Background: an optimization exercise with open tools, aiming at small area, a short achievable clock period and few clock cycles. Do not read the settings as production practice.
Function was checked by simulation only, so behaviour that the tests miss may differ from the original.

## flow/design.v (module list and top-level ports; edited modules follow where they fit)
// module gtp_cordic_unit: 65 lines
// module gtp_cordic_last: 40 lines
// module gtp_zsum: 461 lines
// module gtp_dmul: 567 lines
// module gtp_gmul: 516 lines
// module gtp_near: 1218 lines
// module go_to_point_steering_controller: 526 lines
module go_to_point_steering_controller (
    input  logic                              clk,
    input  logic                              rst_n,
    input  logic                              in_valid,
    output logic                              in_ready,
    input  logic [1:0]                        in_kind,
    input  logic signed [15:0]                in_waypoint_x,
    input  logic signed [15:0]                in_waypoint_y,
    input  logic signed [15:0]                in_pose_x,
    input  logic signed [15:0]                in_pose_y,
    input  logic signed [14:0]                in_pose_heading,
    output logic                              out_valid,
    input  logic                              out_ready,
    output logic [14:0]                       out_linear_speed,
    output logic signed [15:0]                out_turn_rate,
    output logic [16:0]                       out_distance,
    output logic [2:0]                        out_status,
    output logic                              out_last,
    input  logic                              cfg_we,
    input  logic [gtp_pkg::CFG_IDX_W-1:0]     cfg_index,
    input  logic [gtp_pkg::CFG_DATA_W-1:0]    cfg_data
);
  // ...
==> flow/run.sh <==
#!/bin/bash
# synth_recipe.tcl (not shown) runs the flow's synth.tcl, then flattens the netlist and writes it again
# the make line also repeats each setting of config.mk as NAME=value (left out here)
make -C /OpenROAD-flow-scripts/flow DESIGN_CONFIG=/design/flow/config.mk WORK_HOME=/design/flow/orfs CLKGATE_MAP_FILE= SYNTH_SCRIPT=/design/flow/synth_recipe.tcl finish
==> flow/config.mk <==
export PLATFORM = sky130hd
export DESIGN_NAME = go_to_point_steering_controller
export DESIGN_NICKNAME = go_to_point_steering_controller
export VERILOG_FILES = /design/flow/design.v
export SDC_FILE = /design/flow/constraint.sdc
export NUM_CORES = 4
export LEC_CHECK = 0
export ABC_AREA = 1
export CAP_MARGIN = 20
export CORE_MARGIN = 2
export CORE_UTILIZATION = 62
export CTS_BUF_LIST = sky130_fd_sc_hd__clkbuf_8
export CTS_CLUSTER_SIZE = 40
export SLEW_MARGIN = 20
==> flow/constraint.sdc <==
create_clock -name core_clock -period 12.0 [get_ports {clk}]
set_input_delay 2.4000 -clock core_clock [delete_from_list [all_inputs] [get_ports {clk}]]
set_output_delay 2.4000 -clock core_clock [all_outputs]
set_load 0.01 [all_outputs]
==> flow_metrics.env, run 1 <==
export IMPL_ff_latch_area_um2=30200
export IMPL_final_cell_mix="1,878 x nand2_1, 1,780 x inv_1, 915 x o21ai_0, 821 x ha_1, 792 x edfxtp_1"
export IMPL_crit_required_ns=12.50
export IMPL_vias=68600
export IMPL_cp_slowest_stage_delay_ns=0.91
export IMPL_crit_chain="clkdlybuf4s50_1, inv_1, nand2_1, nand2_1, nor2_2, nand2_2, nand2_1, inv_1, nand2_8, buf_4, buf_4"
export IMPL_setup_violations=0
export IMPL_avgRoutedWirePerCell_um=19.5
export IMPL_synth_area_leader_cell="edfxtp_1"
export IMPL_ys_warn_count=7
export IMPL_max_cap_violations=0
export IMPL_cp_arrival_ns=6.51
export IMPL_status="timing/DRC/antenna clean"
export IMPL_pre_cts_ws_ns=4.70
export IMPL_post_route_util_pct=67.5
export IMPL_clock_latency_ns=0.93
export IMPL_muxShareOfSynthArea_pct=0.134
export IMPL_synth_most_common_cell="nand2_1"
export IMPL_skew_ns=0.0645
export IMPL_dr_max_layer_used="met5"
export IMPL_post_dp_hpwl_um=184000
export IMPL_crit_start="out_ready"
export IMPL_dp_cells=11800
export IMPL_root_buffer="clkbuf_8"
export IMPL_n_clock_buffer=201
export IMPL_syn_num_nets=11500
export IMPL_worst_pin_slew_ns=1.09
export IMPL_wl_met2_um=114000
export IMPL_grt_pass1_vias=69500
export IMPL_timing_rr_end="oturn[12]"
export IMPL_min_to="u6.sr[11]"
export IMPL_synthXorXnorAreaFrac_pct=7.43
export IMPL_synth_flop_cell="edfxtp_1"
export IMPL_tritoncts="yes"
export IMPL_cts_setup_buffers=0
export IMPL_synthArstFlopShare_pct=19.2
Testbench counts, summed over its fixed seeds: cycles 1,986.
==> run 2, diff against run 1 <==
--- a/flow/config.mk
+++ b/flow/config.mk
@@ -7,3 +7,2 @@
 export LEC_CHECK = 0
-export ABC_AREA = 1
 export CAP_MARGIN = 20
==> flow_metrics.env, run 2 <==
export IMPL_status="timing/DRC/antenna clean"
export IMPL_synthArstFlopShare_pct=19.2
export IMPL_mostFrequentLayoutCell="inv_1"
export IMPL_crit_chain="clkdlybuf4s50_1, nand2b_1, nand2_1, maj3_1, nor2_2, nor2_4, buf_4, inv_8, buf_4, buf_4"
export IMPL_worstSetupPathType="in -> reg"
export IMPL_synth_area_leaders="edfxtp_1 28%, fa_1 14%, ha_1 12%"
export IMPL_grt_pass1_vias=59600
export IMPL_path_clk_slew_ns=0.06
export IMPL_synth_flop_cell="edfxtp_1"
export IMPL_regMostFlops="tg"
export IMPL_met2_usage_pct=49.1
export IMPL_ff_latch_area_um2=30200
export IMPL_gp_congestion=0.936
export IMPL_clockBufferDepth=3
export IMPL_cp_arrival_ns=6.79
export IMPL_crit_required_ns=12.51
export IMPL_cp_num_buf_inv=5
export IMPL_rows=136
export IMPL_final_cell_mix="1,131 x inv_1, 821 x ha_1, 792 x edfxtp_1, 597 x fa_1, 500 x xnor2_1"
export IMPL_antenna_found_initial=3
export IMPL_min_from="gnx[14]"
export IMPL_synth_seq_cells=1058
export IMPL_post_route_util_pct=67.7
export IMPL_syn_num_nets=9483
export IMPL_start_util_pct=62.5
export IMPL_slew_headroom_pct=28.1
export IMPL_viasPerCell=5.81
export IMPL_setup_violations=0
export IMPL_die_area_um2=142000
export IMPL_clock_fmax_ghz=0.159
export IMPL_tritoncts="yes"
export IMPL_synth_edf_count=792
export IMPL_port_buffer_count=158
export IMPL_rsz0062_at_grt="no"
export IMPL_cp_start_kind="input pin"
export IMPL_final_max_slew_viol_count=0
export IMPL_cts_repair_resized=0
export IMPL_period_needed_ns=6.28
export IMPL_worst_pin_slew_ns=1.08
export IMPL_avgSynthCellArea_um2=10.8
export IMPL_timing_rr_end="oturn[6]"
export IMPL_pin_count=159
export IMPL_multiInputGateArea_um2=51100
export IMPL_cts_setup_buffers=0
export IMPL_drive_gt1_share_pct=8.28
export IMPL_end_kind="flip-flop"
export IMPL_use_met1_pct=40.8
export IMPL_grt_max_degree=170
export IMPL_post_dp_hpwl_um=160000
export IMPL_r2r_start="r10_ta[0]"
export IMPL_worstSetupPathDepth=10
export IMPL_synth_most_common_cell="inv_1"
export IMPL_synth_cells=7960
export IMPL_gr_usage_met3_pct=4.99
export IMPL_grt_ovfl_total=0
export IMPL_reg2reg_slack_ns=5.98
export IMPL_min_to="gx[14]"
export IMPL_drtPass1Iterations=6
export IMPL_die_h_um=376
export IMPL_h_tree_depth=4
export IMPL_fill_cells=10700
export IMPL_critPathMaxFanout=77
export IMPL_drc=0
export IMPL_synth_top_cell_area_share_pct=27.7
export IMPL_ys_warn_count=7
export IMPL_ant_nets=0
export IMPL_yosysUniqueCellTypes=96
export IMPL_reg2reg_depth=18
export IMPL_hold_depth=0
export IMPL_routed_wl_um=208000
export IMPL_die_w_um=376
export IMPL_min_path_type="reg -> reg"
export IMPL_max_cap_violations=0
export IMPL_synth_area_leader_cell="edfxtp_1"
export IMPL_vias=58500
export IMPL_clock_latency_ns=0.91
export IMPL_clock_sinks=1058
export IMPL_seq_area_frac_synth_pct=35.1
export IMPL_fin_tns_setup_ns=0
export IMPL_hold_violations=0
export IMPL_cp_slowest_stage_delay_ns=0.94
export IMPL_critPathMostFrequentCell="buf_4"
export IMPL_skew_ns=0.0495
export IMPL_grt_pass1_wl_um=329000
export IMPL_layout_area_overhead_vs_synth_pct=8.28
export IMPL_root_buffer="clkbuf_8"
export IMPL_crit_slowest_cell="buf_4"
export IMPL_dr_first_iter_drc_count=4206
export IMPL_ys_top_cells_by_count="1,070 x inv_1, 821 x ha_1, 792 x edfxtp_1"
export IMPL_top_usage_layer="met2"
export IMPL_cts_buffers=182
export IMPL_path_delay_family="buffers and inverters"
export IMPL_finalNetCount=9650
export IMPL_largest_reg_flops=45
export IMPL_avgRoutedWirePerCell_um=20.7
export IMPL_post_route_period_util_pct=52.4
export IMPL_postCtsHoldBufs=0
export IMPL_grt_total_usage_pct=29.8
export IMPL_coreArea_um2=138000
export IMPL_syn_area_um2=86000
==> run 2: per-stage QoR <==
stage                     hold WS, ns  std cells  worst slack [ns]  cell area [um2]
after floorplan                 0.364       7960              2.02            86000
after global placement          0.393       9736              4.90            89500
after detailed placement        0.404       9737              4.84            89600
after CTS                       0.379      10100              5.82            93100
after global routing            0.386      10100              5.51            93100
final                           0.386      10100              5.72            93100
==> run 2: area by class of cell <==
cell class / count / area share, %
inverters: 1073 / 4.33
multi-input cells: 5594 / 54.8
clock inverters: 130 / 0.838
well taps: 1794 / 2.41
repair buffers: 218 / 2.22
flip-flops and latches: 1058 / 32.4
clock buffers: 203 / 3.00
diodes: 1 / 0.00269
==> run 2: how the worst max path moves through the flow <==
stage	startpoint	endpoint	slack [ns]
2_1_floorplan	out_ready	r10_al	2.02
3_3_place_gp	out_ready	r8_e[10]	4.90
3_5_place_dp	out_ready	r8_e[8]	4.84
4_1_cts	out_ready	u6.xr[9]	5.82
5_1_grt	out_ready	u6.xr[9]	5.51
6_report	out_ready	r8_e[13]	5.72
==> run 2: routing by layer <==
layer  wire length [um]  up-vias  part of all wire, %
li1                   -    27800                    -
met1              92300    29000                   44
met2              99100     1469                   48
met3              12000      319                  5.8
met4               5000        0                  2.4
met5                  0        -                    0
==> run 2: worst register-to-register path, cell delays in order, from the launching register on <==
cell	delay (ns)
edfxtp_1	0.39
fa_1	0.50
fa_1	0.45
a211oi_1	0.29
o211ai_1	0.23
a31oi_1	0.37
o21bai_1	0.12
xor2_1	0.32
ha_1	0.31
or4_1	0.51
nor2_1	0.16
nand2_1	0.07
a21o_1	0.16
a2111o_2	0.53
xor2_2	0.87
nor3b_1	0.11
a21oi_1	0.17
nor2_1	0.07
a221o_1	0.28
==> run 2: cells by family (layout without fill, tap and decap cells) <==
group	Yosys count	in the layout	share of synthesized area, %
muxes	563	563	6.95
adders and majority gates	1423	1423	25.9
AOI/OAI and AO/OA	1392	1392	10.5
and+or+nand+nor	1459	1459	8.08
other	0	1	0
xor gates and xnor gates	757	757	7.72
DFF	1058	1058	35.1
buffers and inverters	1308	1624	5.76
==> module go_to_point_steering_controller, before the edit <==
module go_to_point_steering_controller (
    input  logic                              clk,
    input  logic                              rst_n,
    input  logic                              in_valid,
    output logic                              in_ready,
    input  logic [1:0]                        in_kind,
    input  logic signed [15:0]                in_waypoint_x,
    input  logic signed [15:0]                in_waypoint_y,
    input  logic signed [15:0]                in_pose_x,
    input  logic signed [15:0]                in_pose_y,
    input  logic signed [14:0]                in_pose_heading,
    output logic                              out_valid,
    input  logic                              out_ready,
    output logic [14:0]                       out_linear_speed,
    output logic signed [15:0]                out_turn_rate,
    output logic [16:0]                       out_distance,
    output logic [2:0]                        out_status,
    output logic                              out_last,
    input  logic                              cfg_we,
    input  logic [gtp_pkg::CFG_IDX_W-1:0]     cfg_index,
    input  logic [gtp_pkg::CFG_DATA_W-1:0]    cfg_data
);
    localparam logic signed [16:0] PI_Q     = 17'sd12868;
    localparam logic signed [16:0] TWO_PI_Q = 17'sd25736;
    localparam int TL = 15;      
    logic [15:0] arrive_tol_reg, deadband_reg, gain_reg;
    logic [14:0] max_turn_reg, min_speed_reg, max_speed_reg;
    logic [13:0] align_reg;
    logic [7:0]  timeout_reg;
    always_ff @(posedge clk or negedge rst_n)
    begin
        if (!rst_n)
        begin
            arrive_tol_reg <= 16'd410;
            deadband_reg   <= 16'd205;
            gain_reg       <= 16'd16384;
            max_turn_reg   <= 15'd8192;
            align_reg      <= 14'd410;
            min_speed_reg  <= 15'd819;
            max_speed_reg  <= 15'd8192;
            timeout_reg    <= 8'd40;
        end
        else if (cfg_we)
        begin
            case (cfg_index)
                3'd0: arrive_tol_reg <= cfg_data;
                3'd1: deadband_reg   <= cfg_data;
                3'd2: gain_reg       <= cfg_data;
                3'd3: max_turn_reg   <= cfg_data[14:0];
                3'd4: align_reg      <= cfg_data[13:0];
                3'd5: min_speed_reg  <= cfg_data[14:0];
                3'd6: max_speed_reg  <= cfg_data[14:0];
                default: timeout_reg <= cfg_data[7:0];
            endcase
        end
    end
    localparam logic [2:0] TG_NONE = 3'd0, TG_STEER = 3'd3;
    logic [TL:1][2:0] tg;
    logic [TL:1] tgs;            
    logic freeze;
    logic in_ready_r;
    assign in_ready = in_ready_r;
    logic acc, acc_pose, acc_goal, push;
    assign acc      = in_valid && in_ready_r;
    assign acc_pose = acc && (in_kind == 2'd1);
    assign acc_goal = acc && (in_kind == 2'd0);
    assign push     = acc && (in_kind != 2'd1);
    logic signed [15:0] gx, gy, gnx, gny, rx, ry;
    logic signed [14:0] rh;
    logic seen_acc;
    logic q0v, q1v, q0s, q1s;
    logic [1:0] q0k, q1k;
    logic busy_f;               
    logic [3:0] unres;          
    logic [3:0] ign;            
    logic [7:0] wcnt;
    logic pre_lock, g_chg;
    logic p_near2, last_steer, ln;
    logic signed [14:0] p_rh;
    logic rep_fire, rep_end;
    logic is_tick, is_goal, busy_e, t_steer, res, pre_ok, can_proc, proc, proc_steer;
    logic [7:0] wait_inc;
    logic abort;
    logic [2:0] code;
    logic goal_commit;
    logic busy_a, busy_n;
    logic [3:0] unres_a, ign_a, unres_n, ign_n;
    logic [7:0] wcnt_n;
    logic pre_lock_n;
    logic gnew_we;
    always_comb
    begin
        is_tick  = (q0k == 2'd2);
        is_goal  = (q0k == 2'd0);
        ln       = last_steer && p_near2;
        busy_e   = busy_f && !ln;
        t_steer  = busy_e && q0s;
        res      = !busy_e || (unres == 4'd0);
        pre_ok   = pre_lock || !g_chg;
        can_proc = q0v && (is_tick ? (!t_steer || (!tgs[1] && pre_ok)) : res);
        proc     = can_proc && !freeze;
        proc_steer = proc && is_tick && t_steer;
        wait_inc = (wcnt == 8'd255) ? wcnt : wcnt + 8'd1;
        abort    = (wait_inc >= timeout_reg);
        if (is_tick)
        begin
            if (!busy_e)        code = 3'd6;
            else if (!q0s)      code = abort ? 3'd5 : 3'd7;
            else                code = TG_STEER;
        end
        else if (is_goal)       code = busy_e ? 3'd2 : 3'd1;
        else                    code = busy_e ? 3'd4 : 3'd6;
        goal_commit = proc && is_goal && !busy_e;
        busy_a = busy_f; unres_a = unres; ign_a = ign;
        if (rep_fire)
        begin
            if (ign != 4'd0)
                ign_a = ign - 4'd1;
            else
            begin
                unres_a = unres - 4'd1;
                if (rep_end) busy_a = 1'b0;
            end
        end
        if (ln)
        begin
            busy_a = 1'b0;
            ign_a = ign_a + unres_a;
            unres_a = 4'd0;
        end
        busy_n = busy_a; unres_n = unres_a; ign_n = ign_a; wcnt_n = wcnt;
        if (proc)
        begin
            if (is_tick)
            begin
                if (busy_e && !q0s)
                begin
                    wcnt_n = wait_inc;
                    if (abort) busy_n = 1'b0;
                end
                else if (busy_e)
                    unres_n = unres_a + 4'd1;
            end
            else if (is_goal)
            begin
                if (!busy_e)
                begin
                    busy_n = 1'b1;
                    wcnt_n = 8'd0;
                end
            end
            else if (busy_e)
                busy_n = 1'b0;
        end
        pre_lock_n = q0v && is_tick && pre_ok && !proc;
        gnew_we = acc_goal && !((q0v && q0k == 2'd0 && !proc) || (q1v && q1k == 2'd0));
    end
    logic n0v, n1v, n0s, n1s;
    logic [1:0] n0k, n1k;
    logic pred_ok, in_ready_n;
    always_comb
    begin
        n0v = q0v; n0k = q0k; n0s = q0s;
        n1v = q1v; n1k = q1k; n1s = q1s;
        if (proc)
        begin
            n0v = q1v; n0k = q1k; n0s = q1s;
            n1v = 1'b0;
        end
        if (push)
        begin
            if (!n0v)
            begin
                n0v = 1'b1; n0k = in_kind; n0s = seen_acc;
            end
            else
            begin
                n1v = 1'b1; n1k = in_kind; n1s = seen_acc;
            end
        end
        pred_ok = !(goal_commit && n0k == 2'd2);
        in_ready_n = !n0v || (!n1v && pred_ok);
    end
    always_ff @(posedge clk or negedge rst_n)
    begin
        if (!rst_n)
        begin
            in_ready_r <= 1'b1;
            q0v <= 1'b0; q1v <= 1'b0;
            busy_f <= 1'b0; unres <= 4'd0; ign <= 4'd0; wcnt <= 8'd0;
            seen_acc <= 1'b0; pre_lock <= 1'b0; g_chg <= 1'b0; last_steer <= 1'b0;
        end
        else
        begin
            in_ready_r <= in_ready_n;
            q0v <= n0v; q1v <= n1v;
            busy_f <= busy_n; unres <= unres_n; ign <= ign_n; wcnt <= wcnt_n;
            if (acc_pose) seen_acc <= 1'b1;
            pre_lock <= pre_lock_n;
            g_chg <= goal_commit;
            last_steer <= proc_steer;
        end
    end
    always_ff @(posedge clk)
    begin
        q0k <= n0k; q0s <= n0s; q1k <= n1k; q1s <= n1s;
        if (acc_pose)
        begin
            rx <= in_pose_x; ry <= in_pose_y; rh <= in_pose_heading;
        end
        if (gnew_we)
        begin
            gnx <= in_waypoint_x; gny <= in_waypoint_y;
        end
        if (goal_commit)
        begin
            gx <= gnx; gy <= gny;
        end
    end
    logic signed [16:0] dxa, dxb, dya, dyb;
    logic signed [17:0] e1, e2;
    logic [15:0] ax, ay;
    logic dxneg, dyneg;
    always_comb
    begin
        dxa = 17'(gx) - 17'(rx);
        dxb = 17'(rx) - 17'(gx);
        dya = 17'(gy) - 17'(ry);
        dyb = 17'(ry) - 17'(gy);
        e1 = 18'(gx) + 18'(ry) - 18'(rx) - 18'(gy);
        e2 = 18'(gx) + 18'(gy) - 18'(rx) - 18'(ry);
        dxneg = gx < rx;
        dyneg = gy < ry;
        ax = dxneg ? dxb[15:0] : dxa[15:0];
        ay = dyneg ? dyb[15:0] : dya[15:0];
    end
    logic [15:0] pa, pb;
    logic p_dxn, p_dyn, p_dyp, p_sw, sw_n;
    assign sw_n = e1[17] ^ e2[17];
    always_ff @(posedge clk)
    begin
        if (!pre_lock_n)
        begin
            pa    <= sw_n ? ay : ax;
            pb    <= sw_n ? ax : ay;
            p_dxn <= dxneg;
            p_dyn <= dyneg;
            p_dyp <= gy > ry;
            p_sw  <= sw_n;
            p_rh  <= rh;
        end
    end
    logic near_w;
    gtp_near u_nr (.a(pa), .b(pb), .ax(pa), .ay(pb), .tol(arrive_tol_reg), .near(near_w));
    always_ff @(posedge clk)
        p_near2 <= near_w;
    logic en;
    assign en = !freeze;
    logic s0y, s1y;
    logic [17:0] x2n;
    logic signed [18:0] v2a, v2b;
    logic [25:0] r1_x;
    logic signed [25:0] r1_w;
    logic [1:0] r1_s;
    logic [16:0] r1_h;
    always_comb
    begin
        s0y = p_dxn ? !p_dyn : p_dyp;                            
        s1y = (pa > pb) && ((s0y ^ p_dxn) ? p_sw : !p_sw);
        x2n = 18'(pa) + {1'b0, pa, 1'b0} + 18'(pb);
        v2a = 19'(pa) + ~(19'(pb) + {2'b00, pb, 1'b0});         
        v2b = 19'(pb) + {2'b00, pb, 1'b0} + ~(19'(pa));         
    end
    always_ff @(posedge clk)
        if (en)
        begin
            r1_x <= {1'b0, x2n, 7'd0};
            r1_w <= {(s1y ? v2a : v2b), 7'h7f};
            r1_s <= {s1y, s0y};
            r1_h <= {p_dxn && !p_dyn, p_dxn && p_dyn, p_rh};
        end
    logic [25:0] x2s, x3s, x4s, x5s, x6s, x14;
    logic signed [24:0] w2s;
    logic signed [22:0] w3s;
    logic signed [20:0] w4s;
    logic signed [18:0] w5s;
    logic signed [16:0] w6s;
    logic signed [14:0] w7s;
    logic [3:0]  s2s;
    logic [5:0]  s3s;
    logic [7:0]  s4s;
    logic [9:0]  s5s;
    logic [11:0] s6s;
    logic [13:0] s8s;
    logic [16:0] h2s, h3s, h4s, h5s, h6s, h8s;
    gtp_cordic_unit #(.I(2),  .WP(26), .WR(25)) u1 (.clk(clk), .en(en), .sec(tgs[2]), .secp(tgs[1]),
        .xp(r1_x), .wp(r1_w), .sp(r1_s), .hp(r1_h),
        .xr(x2s), .wr(w2s), .sr(s2s), .hr(h2s));
    gtp_cordic_unit #(.I(4),  .WP(25), .WR(23)) u2 (.clk(clk), .en(en), .sec(tgs[4]), .secp(tgs[3]),
        .xp(x2s), .wp(w2s), .sp(s2s), .hp(h2s),
        .xr(x3s), .wr(w3s), .sr(s3s), .hr(h3s));
    gtp_cordic_unit #(.I(6),  .WP(23), .WR(21)) u3 (.clk(clk), .en(en), .sec(tgs[6]), .secp(tgs[5]),
        .xp(x3s), .wp(w3s), .sp(s3s), .hp(h3s),
        .xr(x4s), .wr(w4s), .sr(s4s), .hr(h4s));
    gtp_cordic_unit #(.I(8),  .WP(21), .WR(19)) u4 (.clk(clk), .en(en), .sec(tgs[8]), .secp(tgs[7]),
        .xp(x4s), .wp(w4s), .sp(s4s), .hp(h4s),
        .xr(x5s), .wr(w5s), .sr(s5s), .hr(h5s));
    gtp_cordic_unit #(.I(10), .WP(19), .WR(17)) u5 (.clk(clk), .en(en), .sec(tgs[10]), .secp(tgs[9]),
        .xp(x5s), .wp(w5s), .sp(s5s), .hp(h5s),
        .xr(x6s), .wr(w6s), .sr(s6s), .hr(h6s));
    gtp_cordic_unit #(.I(12), .WP(17), .WR(15)) u6 (.clk(clk), .en(en), .sec(tgs[12]), .secp(tgs[11]),
        .xp(x6s), .wp(w6s), .sp(s6s), .hp(h6s),
        .xr(x14), .wr(w7s), .sr(s8s), .hr(h8s));
    logic [35:0] zs_a, zs_b;
    logic [18:0] zs_lo;
    gtp_zsum u_zs (.s(s5s), .qp(h5s[16]), .qn(h5s[15]), .rh(h5s[14:0]), .ra(zs_a), .rb(zs_b));
    assign zs_lo = {1'b0, zs_a[17:0]} + {1'b0, zs_b[17:0]};
    logic [16:0] z1a, z1b, z2;
    logic z1c;
    always_ff @(posedge clk)
    begin
        if (en && tgs[9])
        begin
            z1a <= zs_a[34:18];
            z1b <= zs_b[34:18];
            z1c <= zs_lo[18];
        end
        if (en && tgs[11])
            z2 <= z1a + z1b + 17'(z1c);
    end
    logic [41:0] dm_a, dm_b;
    logic [24:0] dm_lo;
    gtp_dmul u_dm (.x(x14), .ra(dm_a), .rb(dm_b));
    assign dm_lo = {1'b0, dm_a[23:0]} + {1'b0, dm_b[23:0]};
    logic signed [16:0] p1_er, p1_e;
    always_comb
    begin
        p1_er = z2 + {13'd0, s8s[10], s8s[11], s8s[12], s8s[13]};
        if (p1_er > PI_Q)       p1_e = p1_er - TWO_PI_Q;
        else if (p1_er < -PI_Q) p1_e = p1_er + TWO_PI_Q;
        else                    p1_e = p1_er;
    end
    logic [17:0] r8_da, r8_db;
    logic r8_dc;
    logic signed [14:0] r8_e;
    always_ff @(posedge clk)
        if (en)
        begin
            r8_da <= dm_a[41:24];
            r8_db <= dm_b[41:24];
            r8_dc <= dm_lo[24];
            r8_e  <= p1_e[14:0];
        end
    logic [16:0] p2_dist;
    logic [17:0] r8_d;
    logic p2_db, p2_arr;
    logic [30:0] g_ra, g_rb;
    logic [12:0] g_lo;
    logic [14:0] p2_ae;
    logic p2_al;
    logic [8:0] bn, bo, bt;
    logic [18:0] gpad;
    assign gpad = {2'b00, gain_reg, 1'b0};
    always_ff @(posedge clk)
        for (int j = 0; j < 9; j++)
        begin
            bn[j] <= gpad[2*j+2];
            bo[j] <= gpad[2*j+1] ^ gpad[2*j];
            bt[j] <= (gpad[2*j+2] && !gpad[2*j+1] && !gpad[2*j]) ||
                     (!gpad[2*j+2] && gpad[2*j+1] && gpad[2*j]);
        end
    gtp_gmul u_gm (.e(r8_e), .bn(bn), .bo(bo), .bt(bt), .ra(g_ra), .rb(g_rb));
    assign g_lo = {1'b0, g_ra[11:0]} + {1'b0, g_rb[11:0]};
    always_comb
    begin
        r8_d = r8_da + r8_db + 18'(r8_dc);
        p2_dist = r8_d[17] ? 17'd131071 : r8_d[16:0];
        p2_db  = p2_dist > 17'(deadband_reg);
        p2_arr = p2_dist < 17'(arrive_tol_reg);
        p2_ae = r8_e[14] ? 15'(-r8_e) : 15'(r8_e);
        p2_al = p2_ae < 15'(align_reg);
    end
    logic [18:0] r10_ta, r10_tb;
    logic r10_tc;
    logic [16:0] r10_dist;
    logic r10_db, r10_al, r10_arr;
    always_ff @(posedge clk)
        if (en)
        begin
            r10_ta <= g_ra[30:12];
            r10_tb <= g_rb[30:12];
            r10_tc <= g_lo[12];
            r10_dist <= p2_dist;
            r10_db <= p2_db;
            r10_al <= p2_al;
            r10_arr <= p2_arr;
        end
    logic [18:0] r10_t, p4_hi, p4_lo;
    logic signed [15:0] p4_turn;
    logic [14:0] p4_lin;
    always_comb
    begin
        r10_t = r10_ta + r10_tb + 19'(r10_tc);
        p4_hi = r10_ta + r10_tb + 19'(r10_tc) + ~(19'(max_turn_reg));    
        p4_lo = r10_ta + r10_tb + 19'(r10_tc) + 19'(max_turn_reg);       
        if (!r10_db)               p4_turn = 16'sd0;
        else if (!p4_hi[18])       p4_turn = 16'(max_turn_reg);
        else if (p4_lo[18])        p4_turn = -(16'(max_turn_reg));
        else                       p4_turn = 16'(r10_t);
        if (!(r10_db && r10_al))
            p4_lin = 15'd0;
        else if (r10_dist < 17'(min_speed_reg))
            p4_lin = (min_speed_reg > max_speed_reg) ? max_speed_reg : min_speed_reg;
        else if (r10_dist > 17'(max_speed_reg))
            p4_lin = max_speed_reg;
        else
            p4_lin = r10_dist[14:0];
    end
    always_ff @(posedge clk or negedge rst_n)
    begin
        if (!rst_n)
        begin
            for (int j = 1; j <= TL; j++)
            begin
                tg[j] <= TG_NONE;
                tgs[j] <= 1'b0;
            end
        end
        else if (en)
        begin
            tg[1] <= proc ? code : TG_NONE;
            tgs[1] <= proc_steer;
            for (int j = 2; j <= TL; j++)
            begin
                tg[j] <= tg[j-1];
                tgs[j] <= tgs[j-1];
            end
        end
    end
    logic ov, sb_pend, gae, skv;
    logic [2:0] skst;
    logic [14:0] olin;
    logic signed [15:0] oturn;
    logic [16:0] odist;
    logic [2:0] ost;
    logic olast;
    logic [2:0] tge, e_st;
    logic e_valid, e_steer, e_run, can_load, o_sb, o_sk, o_e, to_sk, e_take;
    always_comb
    begin
        tge = tg[TL];
        e_valid = (tge != TG_NONE);
        e_steer = tgs[TL];
        e_run = e_steer && gae;
        e_st = e_steer ? 3'd6 : tge;            
        can_load = !ov || out_ready;
        o_sb = can_load && sb_pend;
        o_sk = can_load && !sb_pend && skv;
        o_e  = can_load && !sb_pend && !skv && e_valid;
        to_sk = e_valid && !o_e && !e_run && (!skv || o_sk);
        e_take = o_e || to_sk;
        freeze = e_valid && !e_take;
        rep_fire = e_take && e_steer;
        rep_end = gae && r10_arr;
    end
    always_ff @(posedge clk or negedge rst_n)
    begin
        if (!rst_n)
        begin
            ov <= 1'b0; sb_pend <= 1'b0; gae <= 1'b0; skv <= 1'b0;
        end
        else
        begin
            ov <= o_sb || o_sk || o_e || (ov && !out_ready);
            if (o_sb)
                sb_pend <= 1'b0;
            else if (o_e && e_run && r10_arr)
                sb_pend <= 1'b1;
            if (to_sk)
                skv <= 1'b1;
            else if (o_sk)
                skv <= 1'b0;
            if (e_take)
            begin
                if (e_run && r10_arr)
                    gae <= 1'b0;
                else if (!e_steer && tge == 3'd1)
                    gae <= 1'b1;
                else if (!e_steer && (tge == 3'd4 || tge == 3'd5))
                    gae <= 1'b0;
            end
        end
    end
    always_ff @(posedge clk)
    begin
        if (to_sk)
            skst <= e_st;
        if (o_sb)
        begin
            olin <= 15'd0; oturn <= 16'sd0; ost <= 3'd3; olast <= 1'b1;
        end
        else if (o_sk)
        begin
            olin <= 15'd0; oturn <= 16'sd0; odist <= 17'd0; ost <= skst; olast <= 1'b1;
        end
        else if (o_e)
        begin
            if (e_run)
            begin
                olin <= p4_lin; oturn <= p4_turn; odist <= r10_dist;
                ost <= 3'd0; olast <= !r10_arr;
            end
            else
            begin
                olin <= 15'd0; oturn <= 16'sd0; odist <= 17'd0;
                ost <= e_st; olast <= 1'b1;
            end
        end
    end
    assign out_valid        = ov;
    assign out_linear_speed = olin;
    assign out_turn_rate    = oturn;
    assign out_distance     = odist;
    assign out_status       = ost;
    assign out_last         = olast;
endmodule
==> run 3, diff against run 2 <==
--- a/flow/design.v
+++ b/flow/design.v
@@ -2966,3 +2966,3 @@
     localparam logic signed [16:0] TWO_PI_Q = 17'sd25736;
-    localparam int TL = 15;      
+    localparam int TL = 16;      
     logic [15:0] arrive_tol_reg, deadband_reg, gain_reg;
@@ -3360,2 +3360,14 @@
     end
+    logic signed [15:0] r11_turn;
+    logic [14:0] r11_lin;
+    logic [16:0] r11_dist;
+    logic r11_arr;
+    always_ff @(posedge clk)
+        if (en)
+        begin
+            r11_turn <= p4_turn;
+            r11_lin  <= p4_lin;
+            r11_dist <= r10_dist;
+            r11_arr  <= r10_arr;
+        end
     always_ff @(posedge clk or negedge rst_n)
@@ -3405,3 +3417,3 @@
         rep_fire = e_take && e_steer;
-        rep_end = gae && r10_arr;
+        rep_end = gae && r11_arr;
     end
@@ -3418,3 +3430,3 @@
                 sb_pend <= 1'b0;
-            else if (o_e && e_run && r10_arr)
+            else if (o_e && e_run && r11_arr)
                 sb_pend <= 1'b1;
@@ -3426,3 +3438,3 @@
             begin
-                if (e_run && r10_arr)
+                if (e_run && r11_arr)
                     gae <= 1'b0;
@@ -3451,4 +3463,4 @@
             begin
-                olin <= p4_lin; oturn <= p4_turn; odist <= r10_dist;
-                ost <= 3'd0; olast <= !r10_arr;
+                olin <= r11_lin; oturn <= r11_turn; odist <= r11_dist;
+                ost <= 3'd0; olast <= !r11_arr;
             end
==> flow_metrics.env, run 3 <==
export IMPL_status="timing/DRC/antenna clean"
export IMPL_clock_sinks=1111
export IMPL_rows=139
export IMPL_layout_cells_non_filler=10500
export IMPL_drive_gt1_share_pct=8.96
export IMPL_dp_cells=10100
export IMPL_root_buffer="clkbuf_8"
export IMPL_layout_area_overhead_vs_synth_pct=8.39
export IMPL_final_cell_mix="1,116 x inv_1, 841 x edfxtp_1, 822 x ha_1, 597 x fa_1, 544 x nand2_1"
export IMPL_max_cap_violations=0
export IMPL_worst_pin_slew_ns=1.16
export IMPL_largest_reg_flops=48
export IMPL_cts_setup_buffers=0
export IMPL_ys_warn_count=7
export IMPL_synth_seq_cells=1111
export IMPL_synth_flop_cell="edfxtp_1"
export IMPL_grt_max_degree=123
export IMPL_end_kind="flip-flop"
export IMPL_grt_total_usage_pct=31.6
export IMPL_synth_top_cell_area_share_pct=28.3
export IMPL_dr_first_iter_drc_count=4940
export IMPL_die_h_um=383
export IMPL_regMostFlops="tg"
export IMPL_clock_latency_ns=0.97
export IMPL_syn_num_nets=9788
export IMPL_synth_area_leader_cell="edfxtp_1"
export IMPL_die_w_um=383
export IMPL_drtPass1Iterations=6
export IMPL_drc=0
export IMPL_synth_area_leaders="edfxtp_1 28%, fa_1 13%, ha_1 12%"
export IMPL_avgRoutedWirePerCell_um=21.8
export IMPL_crit_required_ns=12.75
export IMPL_port_buffer_count=158
export IMPL_ant_nets=0
export IMPL_vias=62000
export IMPL_ff_latch_area_um2=31700
export IMPL_skew_ns=0.0690
export IMPL_fin_area_um2=96700
export IMPL_fin_tns_setup_ns=0
export IMPL_finalNetCount=9964
export IMPL_synth_cells=8264
export IMPL_synth_most_common_cell="inv_1"
export IMPL_die_area_um2=147000
export IMPL_synthArstFlopShare_pct=18.6
export IMPL_path_clk_slew_ns=0.07
export IMPL_multiInputGateArea_um2=52600
export IMPL_mostFrequentLayoutCell="inv_1"
export IMPL_cp_arrival_ns=6.87
export IMPL_cts_buffers=190
export IMPL_grt_pass1_wl_um=359000
export IMPL_fill_cells=11300
export IMPL_worstSetupPathType="reg -> reg"
export IMPL_period_needed_ns=6.12
export IMPL_clock_fmax_ghz=0.163
export IMPL_coreArea_um2=143000
export IMPL_seq_area_frac_synth_pct=35.6
export IMPL_grt_pass1_vias=63000
export IMPL_syn_area_um2=89200
export IMPL_setup_violations=0
export IMPL_post_dp_hpwl_um=176000
export IMPL_ys_top_cells_by_count="1,064 x inv_1, 841 x edfxtp_1, 822 x ha_1"
export IMPL_clockBufferDepth=3
export IMPL_yosysUniqueCellTypes=111
export IMPL_slew_headroom_pct=21.9
export IMPL_cp_start_kind="flip-flop"
export IMPL_h_tree_depth=4
export IMPL_critPathMaxFanout=11
export IMPL_pin_count=159
export IMPL_rsz0062_at_grt="no"
export IMPL_cts_repair_resized=0
export IMPL_grt_ovfl_total=0
export IMPL_post_route_period_util_pct=51.0
export IMPL_hold_violations=0
export IMPL_routed_wl_um=229000
export IMPL_synth_edf_count=841
export IMPL_antenna_found_initial=7
export IMPL_start_util_pct=62.3
export IMPL_postPlaceCellArea_um2=92900
export IMPL_viasPerCell=5.91
export IMPL_avgSynthCellArea_um2=10.8
export IMPL_min_path_type="reg -> reg"
export IMPL_postCtsHoldBufs=0
export IMPL_final_max_slew_viol_count=0
export IMPL_gp_congestion=0.926
export IMPL_tritoncts="yes"
-- run 3: cell count changes in the layout (fill, tap and decap cells not counted), sizes merged, moves of 17 or more --
cell    change
nand3      +37
a21oi      +51
clkinv     +32
nor2b      -17
nand2b     -21
nor3       +18
nand2      +48
edfxtp     +49
and3       +24
o21a       +18
buf        +23
-- run 3: layout make-up --
cell class / instances / area share (%)
inverters: 1067 / 4.15
repair buffers: 241 / 2.33
flip-flops and latches: 1111 / 32.8
diodes: 1 / 0.00259
clock buffers: 201 / 2.86
well taps: 1903 / 2.46
clock inverters: 152 / 0.958
multi-input cells: 5829 / 54.4
-- run 3: logic make-up (layout without fill, tap and decap cells) --
logic type	after synthesis	count (layout)	share of synthesized area, %
multiplexers	573	573	6.83
AO/OA/AOI/OAI	1485	1485	11.0
XOR/XNOR	751	751	7.39
buffers and inverters	1324	1661	5.64
other	0	1	0
AND/OR/NAND/NOR	1597	1597	8.55
adder cells (fa/ha/maj)	1423	1423	25.0
flip-flops	1111	1111	35.6
-- run 3: final timing paths --
check | startpoint | to | slack [ns] | cells after the start
setup / recovery | r10_ta[0] | r11_turn[13] | 5.88 | 18
hold / removal | u3.hr[11] | u4.hr[11] | 0.40 | 0
setup reg to reg | r10_ta[0] | r11_turn[13] | 5.88 | 18
hold reg to reg | u3.hr[11] | u4.hr[11] | 0.40 | 0
max in group asynchronous | rst_n | max_turn_reg[14] | 8.44 | 4
min in group asynchronous | rst_n | ign[0] | 1.42 | 1
-- run 3: critical path: stages, from the launching register on --
cell,delay [ns]
edfxtp_1,0.39
fa_1,0.49
inv_1,0.10
fa_1,0.22
nor2b_1,0.08
o31ai_1,0.35
a21oi_1,0.20
o21ai_0,0.32
o21ai_0,0.17
a21oi_1,0.44
ha_1,0.34
or4_1,0.55
or4_1,0.43
a21oi_1,0.14
or4_1,0.14
nand4_1,0.47
nor2_1,0.72
a22oi_1,0.20
a21oi_1,0.19
-- run 3: metrics by stage --
step,utilization [%],hold slack [ns],worst slack (ns)
floorplan,-,0.364,1.62
global placement,64.9,0.395,5.28
detailed placement,64.9,0.402,5.21
CTS,67.5,0.407,6.01
global route,67.5,0.414,5.59
finish,67.5,0.402,5.88
-- run 3: layer usage --
layer  GRT usage, %  routed length, um  up-vias
met4           10.5               7150        2
met1           44.2              99600    30600
met2           49.6             105000     2005
li1               -                  -    29100
met5              0                  7        -
met3           5.91              16800      421
Testbench counts of run 3, summed over its fixed seeds: cycles 1,998.
==> run 4, diff against run 3 <==
--- a/flow/design.v
+++ b/flow/design.v
@@ -3339,27 +3339,20 @@
         end
-    logic [18:0] r10_t, p4_hi, p4_lo;
-    logic signed [15:0] p4_turn;
-    logic [14:0] p4_lin;
+    logic [18:0] p3_t;
+    logic [14:0] p3_lin;
     always_comb
     begin
-        r10_t = r10_ta + r10_tb + 19'(r10_tc);
-        p4_hi = r10_ta + r10_tb + 19'(r10_tc) + ~(19'(max_turn_reg));    
-        p4_lo = r10_ta + r10_tb + 19'(r10_tc) + 19'(max_turn_reg);       
-        if (!r10_db)               p4_turn = 16'sd0;
-        else if (!p4_hi[18])       p4_turn = 16'(max_turn_reg);
-        else if (p4_lo[18])        p4_turn = -(16'(max_turn_reg));
-        else                       p4_turn = 16'(r10_t);
+        p3_t = r10_ta + r10_tb + 19'(r10_tc);
         if (!(r10_db && r10_al))
-            p4_lin = 15'd0;
+            p3_lin = 15'd0;
         else if (r10_dist < 17'(min_speed_reg))
-            p4_lin = (min_speed_reg > max_speed_reg) ? max_speed_reg : min_speed_reg;
+            p3_lin = (min_speed_reg > max_speed_reg) ? max_speed_reg : min_speed_reg;
         else if (r10_dist > 17'(max_speed_reg))
-            p4_lin = max_speed_reg;
+            p3_lin = max_speed_reg;
         else
-            p4_lin = r10_dist[14:0];
+            p3_lin = r10_dist[14:0];
     end
-    logic signed [15:0] r11_turn;
+    logic signed [18:0] r11_t;
     logic [14:0] r11_lin;
     logic [16:0] r11_dist;
-    logic r11_arr;
+    logic r11_db, r11_arr;
     always_ff @(posedge clk)
@@ -3367,7 +3360,18 @@
         begin
-            r11_turn <= p4_turn;
-            r11_lin  <= p4_lin;
+            r11_t    <= p3_t;
+            r11_lin  <= p3_lin;
             r11_dist <= r10_dist;
+            r11_db   <= r10_db;
             r11_arr  <= r10_arr;
         end
+    logic signed [18:0] mt_s;
+    logic signed [15:0] r11_turn;
+    always_comb
+    begin
+        mt_s = 19'(max_turn_reg);
+        if (!r11_db)               r11_turn = 16'sd0;
+        else if (r11_t > mt_s)     r11_turn = 16'(mt_s);
+        else if (r11_t < -mt_s)    r11_turn = -(16'(mt_s));
+        else                       r11_turn = 16'(r11_t);
+    end
     always_ff @(posedge clk or negedge rst_n)
==> flow_metrics.env, run 4 <==
export IMPL_status="timing/DRC/antenna clean"
export IMPL_syn_area_um2=88400
export IMPL_avgRoutedWirePerCell_um=20.9
export IMPL_finalNetCount=9771
export IMPL_crit_start="out_ready"
export IMPL_reg2reg_depth=21
export IMPL_ys_warn_count=7
export IMPL_clock_fmax_ghz=0.163
export IMPL_grt_pass1_vias=61300
export IMPL_cp_arrival_ns=6.65
export IMPL_synth_most_common_cell="inv_1"
export IMPL_drive_gt1_share_pct=8.84
export IMPL_period_needed_ns=6.13
export IMPL_die_area_um2=146000
export IMPL_skew_ns=0.0528
export IMPL_post_dp_hpwl_um=166000
export IMPL_synthXorXnorAreaFrac_pct=7.60
export IMPL_crit_chain="clkdlybuf4s50_1, nand2b_1, nor2b_1, o21ai_0, o21ai_1, nor2_4, buf_4, inv_8, buf_4, buf_12"
export IMPL_synth_area_leaders="edfxtp_1 29%, fa_1 14%, ha_1 12%"
export IMPL_rsz0062_at_grt="no"
export IMPL_vias=60000
export IMPL_grt_ovfl_total=0
export IMPL_dp_cells=9947
export IMPL_critPathMostFrequentCell="buf_4"
export IMPL_layout_cells_non_filler=10300
export IMPL_dr_first_iter_drc_count=4511
export IMPL_grt_pass1_wl_um=341000
export IMPL_avgSynthCellArea_um2=10.9
export IMPL_antenna_found_initial=6
export IMPL_min_path_type="reg -> reg"
export IMPL_end_kind="flip-flop"
export IMPL_postPlaceCellArea_um2=92000
export IMPL_final_max_slew_viol_count=0
export IMPL_mostFrequentLayoutCell="inv_1"
export IMPL_root_buffer="clkbuf_8"
export IMPL_slew_headroom_pct=26.9
export IMPL_synth_compound_area_share_pct=10.8
export IMPL_final_cell_mix="1,123 x inv_1, 845 x edfxtp_1, 820 x ha_1, 597 x fa_1, 506 x xnor2_1"
export IMPL_cp_slowest_stage_delay_ns=0.86
export IMPL_cp_start_kind="input pin"
export IMPL_regMostFlops="tg"
export IMPL_synth_edf_count=845
export IMPL_coreArea_um2=142000
export IMPL_worstSetupPathType="in -> reg"
export IMPL_cts_setup_buffers=0
export IMPL_synth_top_cell_area_share_pct=28.7
export IMPL_syn_num_nets=9607
export IMPL_gp_congestion=0.921
export IMPL_synth_seq_cells=1115
export IMPL_die_h_um=382
export IMPL_grt_max_degree=159
export IMPL_synth_flop_cell="edfxtp_1"
export IMPL_fin_area_um2=95800
export IMPL_routed_wl_um=215000
export IMPL_worst_pin_slew_ns=1.08
export IMPL_pin_count=159
export IMPL_port_buffer_count=158
export IMPL_clock_sinks=1115
export IMPL_postCtsHoldBufs=0
export IMPL_grt_total_usage_pct=29.9
export IMPL_path_clk_slew_ns=0.06
export IMPL_crit_slowest_cell="buf_4"
export IMPL_synth_area_leader_cell="edfxtp_1"
export IMPL_start_util_pct=62.4
export IMPL_synth_simple_gate_area_share_pct=7.82
export IMPL_setup_violations=0
export IMPL_critPathMaxFanout=158
export IMPL_synth_top_family_by_area="adder cells"
export IMPL_drtPass1Iterations=7
export IMPL_worst_hold_slack_ns=0.411
export IMPL_timing_rr_end="p_near2"
export IMPL_crit_required_ns=12.53
export IMPL_cts_buffers=190
export IMPL_r2r_start="pa[5]"
export IMPL_yosysUniqueCellTypes=112
export IMPL_fin_tns_setup_ns=0
export IMPL_rows=138
export IMPL_clockBufferDepth=3
export IMPL_ys_top_cells_by_count="1,072 x inv_1, 845 x edfxtp_1, 820 x ha_1"
export IMPL_post_route_period_util_pct=51.1
export IMPL_cp_endpoint="u6.wr[10]"
export IMPL_synthArstFlopShare_pct=18.6
export IMPL_muxShareOfSynthArea_pct=6.85
export IMPL_h_tree_depth=4
export IMPL_max_cap_violations=0
export IMPL_synthAdderAreaFrac_pct=25.2
export IMPL_viasPerCell=5.82
export IMPL_layout_area_overhead_vs_synth_pct=8.42
export IMPL_clock_latency_ns=0.94
export IMPL_seq_area_frac_synth_pct=36.0
export IMPL_reg2reg_slack_ns=6.58
export IMPL_ant_nets=0
export IMPL_largest_reg_flops=48
export IMPL_die_w_um=382
export IMPL_cts_repair_resized=0
export IMPL_drc=0
export IMPL_synth_cells=8085
export IMPL_tritoncts="yes"
export IMPL_hold_violations=0
## run 4: worst max-delay path, delay by kind of cell
kind                   cells  cell delay (ns)
AND/OR/NAND/NOR            3             0.64
buffers and inverters      5             3.00
AO/OA/AOI/OAI              2             0.33
## run 4: stage by stage
stage / worst slack, ns / util [%]
3_3_place_gp: 5.04 / 64.9
5_1_grt: 5.62 / 67.7
6_report: 5.87 / 67.7
4_1_cts: 5.96 / 67.6
3_5_place_dp: 4.98 / 65.0
2_1_floorplan: 1.52 / -
## run 4: metal layers
metal | track usage [%] | wire length (um)
met5 | 0 | 0
met4 | 10.0 | 7110
met3 | 4.96 | 12400
met2 | 48.9 | 102000
met1 | 40.6 | 94000
## run 4: final cells by class
cell class	instances	area, um2
multi-input cells	5641	51600
fillers	11000	45800
clock buffers	200	2750
flip-flops and latches	1115	31800
inverters	1074	4040
clock inverters	157	1060
well taps	1890	2360
diodes	4	10.0
repair buffers	227	2120
## run 4: worst min path at each step
stage,start,endpoint,slack [ns],depth (start not counted)
3_5_place_dp,gain_reg[0],bo[0],0.38,0
6_report,gain_reg[0],bo[0],0.41,0
5_1_grt,u3.hr[12],u4.hr[12],0.42,0
2_1_floorplan,gain_reg[0],bo[0],0.36,0
3_3_place_gp,gain_reg[0],bo[0],0.38,0
4_1_cts,gain_reg[0],bo[0],0.41,0
## run 4: logic make-up (layout without fill, tap and decap cells)
kind of cell / Yosys count / in the layout
flip-flops: 1115 / 1115
adder cells (fa/ha/maj): 1422 / 1422
other: 0 / 4
XOR/XNOR: 766 / 766
multiplexers: 569 / 569
buffers and inverters: 1329 / 1658
AO/OA/AOI/OAI: 1447 / 1447
AND/OR/NAND/NOR: 1437 / 1437
Testbench counts of run 4, summed over its fixed seeds: cycles 1,998.
==> run 5, diff against run 4 <==
--- a/flow/config.mk
+++ b/flow/config.mk
@@ -7,2 +7,3 @@
 export LEC_CHECK = 0
+export ABC_AREA = 1
 export CAP_MARGIN = 20
==> flow_metrics.env, run 5 <==
export IMPL_crit_chain="clkdlybuf4s50_1, inv_1, nand2_1, nand3_1, inv_1, nand2_2, nand2_1, inv_2, nand2_4, buf_4, buf_4, buf_12"
export IMPL_synth_edf_count=845
export IMPL_cts_repair_resized=0
export IMPL_syn_num_nets=11600
export IMPL_tritoncts="yes"
export IMPL_worstSetupPathDepth=12
export IMPL_cp_start_kind="input pin"
export IMPL_reg2reg_depth=14
export IMPL_skew_ns=0.0450
export IMPL_synthArstFlopShare_pct=18.6
export IMPL_largest_reg_flops=48
export IMPL_drive_gt1_share_pct=4.50
export IMPL_hold_depth=0
export IMPL_finalNetCount=11700
export IMPL_top_usage_layer="met2"
export IMPL_drtPass1Iterations=6
export IMPL_cts_buffers=190
export IMPL_fin_tns_setup_ns=0
export IMPL_gp_congestion=0.969
export IMPL_final_max_slew_viol_count=0
export IMPL_cp_arrival_ns=6.77
export IMPL_yosysUniqueCellTypes=74
export IMPL_clockBufferDepth=3
export IMPL_grt_pass1_wl_um=365000
export IMPL_synth_area_leaders="edfxtp_1 28%, fa_1 13%, ha_1 11%"
export IMPL_die_h_um=386
export IMPL_grt_max_degree=146
export IMPL_synth_most_common_cell="nand2_1"
export IMPL_synth_flop_cell="edfxtp_1"
export IMPL_grt_pass1_vias=68300
export IMPL_mostFrequentLayoutCell="nand2_1"
export IMPL_start_util_pct=62.3
export IMPL_h_tree_depth=4
export IMPL_clock_latency_ns=0.94
export IMPL_final_cell_mix="1,953 x nand2_1, 1,716 x inv_1, 846 x o21ai_0, 845 x edfxtp_1, 820 x ha_1"
export IMPL_root_buffer="clkbuf_8"
export IMPL_crit_required_ns=12.53
export IMPL_synth_cells=10100
export IMPL_routed_wl_um=230000
export IMPL_synth_area_leader_cell="edfxtp_1"
export IMPL_met2_usage_pct=51.1
export IMPL_cp_slowest_stage_delay_ns=0.88
export IMPL_avgRoutedWirePerCell_um=18.7
export IMPL_post_route_period_util_pct=52.0
export IMPL_viasPerCell=5.63
export IMPL_postCtsHoldBufs=0
export IMPL_gr_usage_met3_pct=4.80
export IMPL_grt_ovfl_total=0
export IMPL_clock_fmax_ghz=0.160
export IMPL_avgSynthCellArea_um2=8.97
export IMPL_regMostFlops="tg"
export IMPL_ant_nets=0
export IMPL_use_met1_pct=42.7
export IMPL_coreArea_um2=145000
export IMPL_dr_first_iter_drc_count=5522
export IMPL_grt_total_usage_pct=31.1
export IMPL_antenna_found_initial=8
export IMPL_clock_sinks=1115
export IMPL_end_kind="flip-flop"
export IMPL_path_clk_slew_ns=0.07
export IMPL_setup_violations=0
export IMPL_critPathMaxFanout=145
export IMPL_rsz0062_at_grt="no"
export IMPL_ys_top_cells_by_count="1,954 x nand2_1, 1,674 x inv_1, 850 x o21ai_0"
export IMPL_path_delay_family="buffers and inverters"
export IMPL_synth_seq_cells=1115
export IMPL_cp_num_buf_inv=7
export IMPL_layout_area_overhead_vs_synth_pct=8.19
export IMPL_syn_area_um2=90600
export IMPL_pin_count=159
export IMPL_synth_top_cell_area_share_pct=28.0
export IMPL_die_w_um=386
export IMPL_drc=0
export IMPL_slew_headroom_pct=29.9
export IMPL_min_path_type="reg -> reg"
export IMPL_die_area_um2=149000
export IMPL_post_dp_hpwl_um=180000
export IMPL_max_cap_violations=0
export IMPL_period_needed_ns=6.24
export IMPL_crit_slowest_cell="buf_4"
export IMPL_post_route_util_pct=67.4
export IMPL_port_buffer_count=158
export IMPL_seq_area_frac_synth_pct=35.2
export IMPL_status="timing/DRC/antenna clean"
export IMPL_cts_setup_buffers=0
export IMPL_ys_warn_count=7
export IMPL_worstSetupPathType="in -> reg"
export IMPL_rows=140
export IMPL_vias=69300
export IMPL_hold_violations=0
export IMPL_worst_pin_slew_ns=1.05
[run 5: final cells by class]
class / count / area [um2]
Timing Repair Buffer: 203 / 1940
Sequential cell: 1115 / 31800
Tap cell: 1917 / 2400
Antenna cell: 2 / 5.00
Clock buffer: 210 / 2890
Clock inverter: 150 / 1220
Multi-Input combinational cell: 6998 / 51300
Inverter: 1709 / 6410
Fill cell: 11900 / 47400
[run 5: kinds of logic after synthesis]
logic type	after synthesis	synth area share [%]
compound gates	1874	11.3
mux	12	0.142
xor+xnor	735	7.14
fa+ha+maj	1417	24.5
buf+inv	1978	8.28
flops	1115	35.2
simple gates	2960	13.4
[run 5: through the flow]
step / std cells / instance area (um2) / setup WS, ns / hold WS (ns)
after global placement: 11900 / 93900 / 4.92 / 0.391
after detailed placement: 11900 / 93900 / 4.89 / 0.395
after CTS: 12300 / 98000 / 5.91 / 0.409
after global routing: 12300 / 98000 / 5.53 / 0.409
final: 12300 / 98000 / 5.76 / 0.406
after floorplan: 10100 / 90600 / 1.14 / 0.368
[run 5: metal layers]
metal	part of all wire, %	wire length [um]	up-vias
met4	2.7	6250	2
met3	6.7	15500	387
met1	43	100000	33400
li1	-	-	33400
met5	0.0052	12	-
met2	47	109000	2203
[run 5: final timing paths]
path                                 from   endpoint  slack, ns
worst max register to register   u1.sec_x  u1.xr[22]       7.18
worst min register to register     gnx[2]      gx[2]       0.41
worst min-delay path               gnx[2]      gx[2]       0.41
worst max-delay path            out_ready   r1_x[12]       5.76
max in group asynchronous           rst_n      tg[7]       9.20
min in group asynchronous           rst_n         ov       1.42
==> run 6, diff against run 5 <==
--- a/flow/config.mk
+++ b/flow/config.mk
@@ -7,8 +7,5 @@
 export LEC_CHECK = 0
-export ABC_AREA = 1
 export CAP_MARGIN = 20
 export CORE_MARGIN = 2
-export CORE_UTILIZATION = 62
-export CTS_BUF_LIST = sky130_fd_sc_hd__clkbuf_8
-export CTS_CLUSTER_SIZE = 40
+export CORE_UTILIZATION = 55
 export SLEW_MARGIN = 20
==> flow_metrics.env, run 6 <==
export IMPL_critPathMaxFanout=175
export IMPL_largest_reg_flops=48
export IMPL_drc=0
export IMPL_synth_seq_cells=1115
export IMPL_start_util_pct=55.2
export IMPL_grt_max_degree=176
export IMPL_die_w_um=405
export IMPL_fin_tns_setup_ns=0
export IMPL_syn_num_nets=9607
export IMPL_crit_slowest_cell="buf_4"
export IMPL_routed_wl_um=219000
export IMPL_synth_top_cell_area_share_pct=28.7
export IMPL_slew_headroom_pct=17.5
export IMPL_clock_fmax_ghz=0.164
export IMPL_ant_nets=0
export IMPL_critPathMostFrequentCell="buf_4"
export IMPL_max_cap_violations=0
export IMPL_syn_area_um2=88400
export IMPL_setup_violations=0
export IMPL_yosysUniqueCellTypes=112
export IMPL_period_needed_ns=6.11
export IMPL_h_tree_depth=4
export IMPL_drtPass1Iterations=5
export IMPL_post_route_period_util_pct=50.9
export IMPL_ys_warn_count=7
export IMPL_vias=59000
export IMPL_synthArstFlopShare_pct=18.6
export IMPL_skew_ns=0.0283
export IMPL_layout_area_overhead_vs_synth_pct=9.35
export IMPL_grt_total_usage_pct=27.0
export IMPL_clock_latency_ns=0.78
export IMPL_cp_arrival_ns=6.48
export IMPL_regMostFlops="tg"
export IMPL_cp_start_kind="input pin"
export IMPL_rows=147
export IMPL_avgRoutedWirePerCell_um=21.1
export IMPL_worst_pin_slew_ns=1.22
export IMPL_cts_buffers=133
export IMPL_hold_violations=0
export IMPL_ys_top_cells_by_count="1,072 x inv_1, 845 x edfxtp_1, 820 x ha_1"
export IMPL_final_max_slew_viol_count=0
export IMPL_rsz0062_at_grt="no"
export IMPL_antenna_found_initial=3
export IMPL_tritoncts="yes"
export IMPL_cts_repair_resized=0
export IMPL_synth_flop_cell="edfxtp_1"
export IMPL_cts_setup_buffers=0
export IMPL_synth_cells=8085
export IMPL_pin_count=159
export IMPL_final_cell_mix="1,072 x inv_1, 845 x edfxtp_1, 820 x ha_1, 597 x fa_1, 506 x xnor2_1"
export IMPL_mostFrequentLayoutCell="inv_1"
export IMPL_fill_cells=13400
export IMPL_synth_area_leader_cell="edfxtp_1"
export IMPL_synth_most_common_cell="inv_1"
export IMPL_end_kind="flip-flop"
export IMPL_root_buffer="clkbuf_16"
export IMPL_postCtsHoldBufs=0
export IMPL_coreArea_um2=160000
export IMPL_die_h_um=405
export IMPL_seq_area_frac_synth_pct=36.0
export IMPL_path_clk_slew_ns=0.06
export IMPL_grt_pass1_wl_um=342000
export IMPL_drive_gt1_share_pct=8.21
export IMPL_min_path_type="reg -> reg"
export IMPL_gp_congestion=0.901
export IMPL_status="timing/DRC/antenna clean"
export IMPL_synth_area_leaders="edfxtp_1 29%, fa_1 14%, ha_1 12%"
export IMPL_dr_first_iter_drc_count=4107
export IMPL_crit_required_ns=12.38
export IMPL_avgSynthCellArea_um2=10.9
export IMPL_finalNetCount=9715
export IMPL_synth_edf_count=845
export IMPL_port_buffer_count=158
export IMPL_post_dp_hpwl_um=170000
export IMPL_viasPerCell=5.67
export IMPL_die_area_um2=164000
export IMPL_worstSetupPathType="in -> reg"
export IMPL_clockBufferDepth=3
export IMPL_clock_sinks=1115
export IMPL_crit_chain="clkdlybuf4s50_1, nand2b_1, nor2b_1, o21ai_0, o21ai_1, nor2_4, buf_4, inv_8, buf_12, buf_4"
export IMPL_grt_ovfl_total=0
export IMPL_cp_slowest_stage_delay_ns=0.88
export IMPL_grt_pass1_vias=59900
run 6: final timing paths:
| path | startpoint | end | slack, ns | cells after the start |
|---|---|---|---|---|
| min | u3.sr[1] | u4.sr[1] | 0.41 | 0 |
| min reg2reg | u3.sr[1] | u4.sr[1] | 0.41 | 0 |
| max reg2reg | u3.sec_x | u3.xr[16] | 6.33 | 17 |
| max | out_ready | u4.wr[12] | 5.89 | 10 |
| max in group asynchronous | rst_n | max_speed_reg[10] | 8.49 | 3 |
| min in group asynchronous | rst_n | timeout_reg[2] | 1.68 | 1 |
run 6: layout make-up:
class                   instances  area, um2  share of cell area (%)
well taps                    2086       2610                    2.70
clock buffers                 172       3630                    3.75
inverters                    1074       4040                    4.18
clock inverters                72        773                   0.800
flip-flops and latches       1115      31800                    33.0
multi-input cells            5641      51600                    53.4
diodes                          3       7.51                 0.00777
repair buffers                228       2120                    2.20
run 6: logic make-up (layout without fill, tap and decap cells):
family	after synthesis	count (layout)	synth area share (%)
compound gates	1447	1447	10.8
simple gates	1437	1437	7.82
fa+ha+maj	1422	1422	25.2
buf+inv	1329	1546	5.73
flops	1115	1115	36.0
xor+xnor	766	766	7.60
mux	569	569	6.85
other cells	0	3	0
run 6: per-layer routing:
layer | global-route usage [%] | up-vias | wire length [um]
li1 | - | 28200 | -
met1 | 36.6 | 29200 | 97300
met2 | 45.2 | 1218 | 105000
met3 | 3.94 | 299 | 10600
met4 | 7.47 | 0 | 5640
met5 | 0 | - | 0
run 6: critical path, delay by kind of cell:
family	cells	cell delay, ns
compound gates	2	0.33
buf+inv	5	2.73
simple gates	3	0.74
run 6: per-stage QoR:
step	hold slack (ns)	worst slack, ns	std cells	util (%)	cell area (um2)
5_1_grt	0.416	5.54	10400	60.4	96600
2_1_floorplan	0.364	1.52	8085	-	88400
3_5_place_dp	0.405	5.11	10100	57.6	92200
6_report	0.406	5.89	10400	60.4	96600
3_3_place_gp	0.402	5.13	10100	57.6	92200
4_1_cts	0.403	5.93	10400	60.4	96600

separate check: timing with driven ports:
In the flow no input, the clock included, has a driving cell. The finished layouts below were timed again as built, in two steps.
Step 1 assumes that a clkbuf_16 drives the clock port and a buf_2 every other input.
Step 2 adds t to the input delays and takes it off the output delays; t is the mean of the earliest and latest rising clock arrival at the registers after step 1. Input paths then give back, and output paths get back, about the clock's delay inside the block.
Three values: ideal, step 1, step 2; two values: the first two.
| run | t (ns) | slack for setup (ns) | hold WS [ns] | worst setup path after step 2 | worst data-port slew with drivers (ns) |
|---|---|---|---|---|---|
| run 1 | 0.976 | 5.989 / 6.039 / 5.063 | 0.401 / 0.401 / 0.401 | input to register | 0.05 |
| run 2 | 0.958 | 5.718 / 5.770 / 4.812 | 0.386 / 0.386 / 0.386 | input to register | 0.12 |
| run 3 | 1.007 | 5.881 / 5.881 / 5.183 | 0.402 / 0.402 / 0.402 | input to register | 0.12 |
| run 4 | 0.988 | 5.873 / 5.923 / 4.935 | 0.411 / 0.411 / 0.411 | input to register | 0.12 |
| run 5 | 0.988 | 5.760 / 5.808 / 4.819 | 0.406 / 0.406 / 0.406 | input to register | 0.05 |
| run 6 | 0.847 | 5.895 / 5.946 / 5.099 | 0.406 / 0.406 / 0.406 | input to register | 0.11 |
After both steps every run listed still meets setup and hold. The setup slack of run 5, which loses most, moves by +0.048 ns with the drivers and by -0.941 ns with both steps.
